Source: an optimization exercise on an open RTL-to-GDS flow (aim: small area). Production flows keep margins and buffers that such runs may drop.
The RTL was checked by simulation tests, not by an equivalence proof against the original design.
Power is estimated from default activity; no workload was simulated.

## JK
// collect_top
module collect_top (
  input  logic                             sys_clk,
  input  logic                             sys_rst_n,
  input  logic [collect_pkg::NUM_KEYS-1:0] keys,          
  input  collect_pkg::sample_t             adc_data,
  input  logic                             adc_valid,
  input  collect_pkg::sample_t             udp_rx_data,
  input  logic                             udp_rx_valid,
  input  collect_pkg::sample_t             link_data,
  input  logic                             link_valid,
  input  logic                             tx_credit,
  output collect_pkg::sample_t             tx_data,
  output logic                             tx_valid,
  output logic                             tx_sop,
  output logic                             tx_eop,
  output logic                             overflow
);
clock: 4.0 ns
lec_check: 0
cap_margin: 20
core_margin: 2
core_utilization: 65
gpl_timing_driven: 0
place_density: 0.75
slew_margin: 20
standard.sh (not shown) runs the stock make flow with config.mk's settings and CLKGATE_MAP_FILE= SYNTH_SCRIPT=/design/flow/synth_recipe.tcl, a recipe that flattens the netlist after the stock synthesis.
==> flow/flow/run.sh <==
#!/bin/bash
# Layout flow: the standard flow (standard.sh) with these changes:
#  - Yosys's abc step maps the logic with the area-oriented script in
#    flow/abc_speed.script (the registers are mapped before abc, as standard);
#  - clock tree synthesis uses the buffers and clustering given below and
#    inserts no dummy loads;
#  - every input and output port still gets its own buffer, a buf_1;
#  - the single-gate modules (gate_*: the fifo read port, the source pick) are kept apart
#    while Yosys maps the logic, so each becomes one cell; the netlist is
#    flattened after synthesis as standard.
# Each tool's full output is in the ORFS logs under orfs/logs; make's own
# output is in standard_flow.log.
set -euo pipefail
W=$(pwd)
rm -rf "$W/scripts_mod"
cp -r "$FLOW_HOME/scripts" "$W/scripts_mod"
cp "$W/flow/abc_speed.script" "$W/scripts_mod/abc_speed.script"
bash "$W/standard.sh" SCRIPTS_DIR="$W/scripts_mod" \
  "CTS_ARGS=-sink_clustering_enable -repair_clock_nets -dont_use_dummy_load -buf_list sky130_fd_sc_hd__clkbuf_8 -sink_clustering_size 18 -sink_clustering_max_diameter 60" \
  "SYNTH_KEEP_MODULES=gate_nor2 gate_nand2 gate_nand4 gate_aoi222" \
  "BUFFER_PORTS_ARGS=-buffer_cell sky130_fd_sc_hd__buf_1" \
  finish > "$W/standard_flow.log" 2>&1
==> flow/flow/abc_speed.script <==
&get -n
&st
&dch
&nf -a
&put
topo
stime -c
diff inputs: JK => MS
-- flow/flow/run.sh --
<<< JK, line 19
  "CTS_ARGS=-sink_clustering_enable -repair_clock_nets -dont_use_dummy_load -buf_list sky130_fd_sc_hd__clkbuf_8 -sink_clustering_size 18 -sink_clustering_max_diameter 60" \
>>> MS, line 19
  "CTS_ARGS=-sink_clustering_enable -repair_clock_nets -dont_use_dummy_load -buf_list sky130_fd_sc_hd__clkbuf_8 -sink_clustering_size 16 -sink_clustering_max_diameter 80" \
-- flow/config.mk --
<<< JK, line 11
export GPL_TIMING_DRIVEN = 0
>>> MS, line 11
Comparing MS against JK, there is no change at all in share of the synthesized netlist area taken by xor and xnor gates.
From JK to MS the numbers moved as follows: data required time at the worst endpoint stayed essentially flat; net switching power stayed essentially flat; global-route wire length before repair rose by about 1.4%.
Higher highest fanout seen on the critical path goes to JK over MS.
Largest net degree at the start of global routing ended up about 400% higher on MS than on JK.
MS | stages: all done | timing, DRC, antenna: all pass
Modified inputs, AL compared to MS
-- flow/flow/run.sh --
<<< MS, line 19
  "CTS_ARGS=-sink_clustering_enable -repair_clock_nets -dont_use_dummy_load -buf_list sky130_fd_sc_hd__clkbuf_8 -sink_clustering_size 16 -sink_clustering_max_diameter 80" \
>>> AL, line 19
  "CTS_ARGS=-sink_clustering_enable -repair_clock_nets -dont_use_dummy_load -buf_list sky130_fd_sc_hd__clkbuf_8 -sink_clustering_size 18 -sink_clustering_max_diameter 60" \
==> comparison <==
The final layout from AL, which completed every stage, passed the timing, design-rule and antenna checks at the end of the flow. The part of the total power dissipated in sequential elements of AL is higher than that of MS. Diff MS -> AL: critical path data required time held steady, multi-input logic portion of the cell area barely changed.

========
## job 6993
Another version of the RTL of collect_top (not shown whole).
Size: roughly 1200 cells after synthesis, ~620 flip-flops, ~46 I/O pins.
==> flow/config.mk <==
export PLATFORM = sky130hd
export DESIGN_NAME = collect_top
export DESIGN_NICKNAME = collect_top
export VERILOG_FILES = /design/flow/design.v
export SDC_FILE = /design/flow/constraint.sdc
export NUM_CORES = 4
export LEC_CHECK = 0
export CAP_MARGIN = 20
export CORE_MARGIN = 2
export CORE_UTILIZATION = 65
export PLACE_DENSITY = 0.75
export SLEW_MARGIN = 20
==> flow/constraint.sdc <==
create_clock -name core_clock -period 4.0 [get_ports {sys_clk}]
set_input_delay 0.8000 -clock core_clock [delete_from_list [all_inputs] [get_ports {sys_clk}]]
set_output_delay 0.8000 -clock core_clock [all_outputs]
set_load 0.01 [all_outputs]
==> flow/flow/run.sh <==
#!/bin/bash
# Layout flow: the standard flow (standard.sh) with these changes:
#  - Yosys's abc step maps the logic with the area-oriented script in
#    flow/abc_speed.script (the registers are mapped before abc, as standard);
#  - clock tree synthesis uses the buffers and clustering given below and
#    inserts no dummy loads;
#  - every input and output port still gets its own buffer, a buf_1;
#  - the single-gate modules of the fifo's read port (gate_*) are kept apart
#    while Yosys maps the logic, so each becomes one cell; the netlist is
#    flattened after synthesis as standard.
# Each tool's full output is in the ORFS logs under orfs/logs; make's own
# output is in standard_flow.log.
set -euo pipefail
W=$(pwd)
rm -rf "$W/scripts_mod"
cp -r "$FLOW_HOME/scripts" "$W/scripts_mod"
cp "$W/flow/abc_speed.script" "$W/scripts_mod/abc_speed.script"
bash "$W/standard.sh" SCRIPTS_DIR="$W/scripts_mod" \
  "CTS_ARGS=-sink_clustering_enable -repair_clock_nets -dont_use_dummy_load -buf_list sky130_fd_sc_hd__clkbuf_8 -sink_clustering_size 18 -sink_clustering_max_diameter 60" \
  "SYNTH_KEEP_MODULES=gate_nor2 gate_nand2 gate_nand4 gate_aoi222" \
  "BUFFER_PORTS_ARGS=-buffer_cell sky130_fd_sc_hd__buf_1" \
  finish > "$W/standard_flow.log" 2>&1
Scripts as last shown in full above: flow/flow/abc_speed.script
Both conditions hold for job 6993: the flow ran to the end and the final layout passed the timing, design-rule and antenna checks.
Changes in job 9073 relative to job 6993:
- clearing PLACE_DENSITY, which used to be 0.75
- swapping 65 for 40 in CORE_UTILIZATION
diff --git a/flow/flow/run.sh b/flow/flow/run.sh
--- a/flow/flow/run.sh
+++ b/flow/flow/run.sh
@@ -17,5 +17,5 @@
 cp "$W/flow/abc_speed.script" "$W/scripts_mod/abc_speed.script"
 bash "$W/standard.sh" SCRIPTS_DIR="$W/scripts_mod" \
-  "CTS_ARGS=-sink_clustering_enable -repair_clock_nets -dont_use_dummy_load -buf_list sky130_fd_sc_hd__clkbuf_8 -sink_clustering_size 18 -sink_clustering_max_diameter 60" \
+  "CTS_ARGS=-sink_clustering_enable -repair_clock_nets -dont_use_dummy_load -buf_list sky130_fd_sc_hd__clkbuf_8 -sink_clustering_size 20 -sink_clustering_max_diameter 50" \
   "SYNTH_KEEP_MODULES=gate_nor2 gate_nand2 gate_nand4 gate_aoi222" \
   "BUFFER_PORTS_ARGS=-buffer_cell sky130_fd_sc_hd__buf_1" \
==> summary.txt <==
- The final layout from job 9073, which completed every stage, passed the timing, design-rule and antenna checks at the end of the flow.
- Comparing job 6993 and job 9073, the higher area of placed instances is on job 9073.
- Between job 9073 and job 6993, the highest achievable clock rate figures differ only marginally.
- Job 9073 against job 6993: die outline area moved up, total vias in the final route went down by about 1.8%, wire length on met1 shows an increase of 1.8 mm, cell area climbed 1.8%.
[inputs] job 8570 vs job 9073
diff --git a/flow/flow/run.sh b/flow/flow/run.sh
--- a/flow/flow/run.sh
+++ b/flow/flow/run.sh
@@ -17,5 +17,5 @@
 cp "$W/flow/abc_speed.script" "$W/scripts_mod/abc_speed.script"
 bash "$W/standard.sh" SCRIPTS_DIR="$W/scripts_mod" \
-  "CTS_ARGS=-sink_clustering_enable -repair_clock_nets -dont_use_dummy_load -buf_list sky130_fd_sc_hd__clkbuf_8 -sink_clustering_size 20 -sink_clustering_max_diameter 50" \
+  "CTS_ARGS=-sink_clustering_enable -repair_clock_nets -dont_use_dummy_load -buf_list {sky130_fd_sc_hd__clkbuf_4 sky130_fd_sc_hd__clkbuf_8} -sink_clustering_size 18 -sink_clustering_max_diameter 60" \
   "SYNTH_KEEP_MODULES=gate_nor2 gate_nand2 gate_nand4 gate_aoi222" \
   "BUFFER_PORTS_ARGS=-buffer_cell sky130_fd_sc_hd__buf_1" \
Results
- Comparing job 8570 with job 9073, the cell area after layout came out essentially unchanged.
- Re worst setup slack: job 9073 and job 8570 aren't equal, and the lower value belongs to job 9073.
- Comparing job 9073 against job 8570, there is no change at all in number of standard cells after synthesis.
- In the metrics for job 9073 and job 8570, the one carrying the lower number of DRC violations after detailed-routing iteration 0 is job 9073.
--- input diff job 8570..job 8564 ---
- CORE_UTILIZATION changed from 40 to 55
diff --git a/flow/flow/run.sh b/flow/flow/run.sh
--- a/flow/flow/run.sh
+++ b/flow/flow/run.sh
@@ -17,5 +17,5 @@
 cp "$W/flow/abc_speed.script" "$W/scripts_mod/abc_speed.script"
 bash "$W/standard.sh" SCRIPTS_DIR="$W/scripts_mod" \
-  "CTS_ARGS=-sink_clustering_enable -repair_clock_nets -dont_use_dummy_load -buf_list {sky130_fd_sc_hd__clkbuf_4 sky130_fd_sc_hd__clkbuf_8} -sink_clustering_size 18 -sink_clustering_max_diameter 60" \
+  "CTS_ARGS=-sink_clustering_enable -repair_clock_nets -dont_use_dummy_load -buf_list sky130_fd_sc_hd__clkbuf_8 -sink_clustering_size 18 -sink_clustering_max_diameter 60" \
   "SYNTH_KEEP_MODULES=gate_nor2 gate_nand2 gate_nand4 gate_aoi222" \
   "BUFFER_PORTS_ARGS=-buffer_cell sky130_fd_sc_hd__buf_1" \
Job 8564: flow completed, timing, DRC and antenna clean. Job 8570: flow completed, timing, DRC and antenna clean. Job 8564: number of search-and-repair iterations in the first detailed-routing pass is 1 lower than what job 8570 reported. Job 8564 and job 8570 ended up with roughly the same power. Against job 8570, routed length per placed instance in job 8564 rose by a little under 10%. Summary of the comparison: share of cell area taken by flip-flops and latches is higher in job 8564, relative to job 8570. Across both runs, initial standard-cell utilization of the core was higher for job 8564 than for job 8570. | routed wire length | job 8564 vs job 8570 | ≈ equal |. Job 8570 → job 8564: proportion of cell area spent on the clock network saw little to no change; proportion of power drawn by flip-flops and latches higher; post-route cell area has decreased; final cell count decreased 8.5%.
## Diff of input files: job 8498 against job 8564
- CORE_UTILIZATION: 55 -> 40
--- outcome ---
Min proportion of layout cells with a drive suffix above 1 across job 8564 and job 8498: job 8498
Job 8498 vs job 8564 on global-route usage: job 8498 is the lower one.
Compared with job 8564, number of buffers created by CTS in job 8498 increased by a few percent.
Any difference in total wirelength of the detailed-routed design between job 8564 and job 8498 is small enough to ignore.
When the final numbers for job 8564 and job 8498 were put side by side, the wire length of the first global-routing pass turned out to be greater in job 8564.
Changes observed in job 8498 relative to job 8564: largest incremental delay on the critical path +0.04 ns, power density relative to cell area -0.62%.
[inputs] job 1888 vs job 8498
diff --git a/flow/flow/run.sh b/flow/flow/run.sh
--- a/flow/flow/run.sh
+++ b/flow/flow/run.sh
@@ -17,5 +17,5 @@
 cp "$W/flow/abc_speed.script" "$W/scripts_mod/abc_speed.script"
 bash "$W/standard.sh" SCRIPTS_DIR="$W/scripts_mod" \
-  "CTS_ARGS=-sink_clustering_enable -repair_clock_nets -dont_use_dummy_load -buf_list sky130_fd_sc_hd__clkbuf_8 -sink_clustering_size 18 -sink_clustering_max_diameter 60" \
+  "CTS_ARGS=-sink_clustering_enable -repair_clock_nets -dont_use_dummy_load -buf_list sky130_fd_sc_hd__clkbuf_16 -sink_clustering_size 40 -sink_clustering_max_diameter 60" \
   "SYNTH_KEEP_MODULES=gate_nor2 gate_nand2 gate_nand4 gate_aoi222" \
   "BUFFER_PORTS_ARGS=-buffer_cell sky130_fd_sc_hd__buf_1" \
Notes after the runs:
Clock power: job 1888 worse than job 8498. Delta (job 1888 minus job 8498): CTS buffer count lost 19%; sequential share of layout area lost 0.92 points; leakage power picked up an extra about 1.8%; setup slack picked up an extra 0.010 ns. Diff job 1888 and job 8498: finished layout cell area lower in job 8498. Summary of job 1888 over job 8498: maximum frequency shows an increase of 0.0010 GHz, proportion of power drawn by combinational gates shows no meaningful change.

-- re-timing with driven ports --
The flow's constraints put no driver on any port. The routed layouts listed below were extracted and timed again, unchanged, in two steps.
Step 1 (the two cells are an assumption about what drives the block):
set clk [get_ports {sys_clk}]
set_driving_cell -lib_cell sky130_fd_sc_hd__clkbuf_16 $clk
set_driving_cell -lib_cell sky130_fd_sc_hd__buf_2 [delete_from_list [all_inputs] $clk]
Step 2, shift: input delay + t, output delay - t, t = (earliest + latest rising clock arrival at the registers) / 2. This alone moves slack from input paths to output paths.
a / b / c = no drivers / after step 1 / after step 2; a / b = the first two.
| run | shift t [ns] | slack for setup (ns) | hold slack, ns | worst setup path after step 2 |
|---|---|---|---|---|
| JK | 0.607 | 0.375 / 0.375 / 0.375 | 0.193 / 0.165 / 0.346 | register to register |
| MS | 0.637 | 0.790 / 0.790 / 0.790 | 0.164 / 0.136 / 0.384 | register to register |
| AL | 0.613 | 0.764 / 0.764 / 0.764 | 0.189 / 0.162 / 0.386 | register to register |
| job 6993 | 0.614 | 0.846 / 0.846 / 0.846 | 0.166 / 0.147 / 0.372 | register to register |
| job 9073 | 0.679 | 0.837 / 0.837 / 0.837 | 0.087 / 0.059 / 0.343 | register to register |
| job 8570 | 0.679 | 0.858 / 0.858 / 0.858 | 0.127 / 0.097 / 0.381 | register to register |
| job 8564 | 0.664 | 0.900 / 0.900 / 0.880 | 0.121 / 0.096 / 0.358 | input to register |
| job 8498 | 0.679 | 0.858 / 0.858 / 0.858 | 0.127 / 0.097 / 0.381 | register to register |
| job 1888 | 0.612 | 0.868 / 0.868 / 0.868 | 0.160 / 0.126 / 0.348 | register to register |
After both steps setup and hold are still met in every run listed. The setup slack of job 8564, which loses most, moves by 0.000 ns with the drivers and by -0.020 ns with both steps.
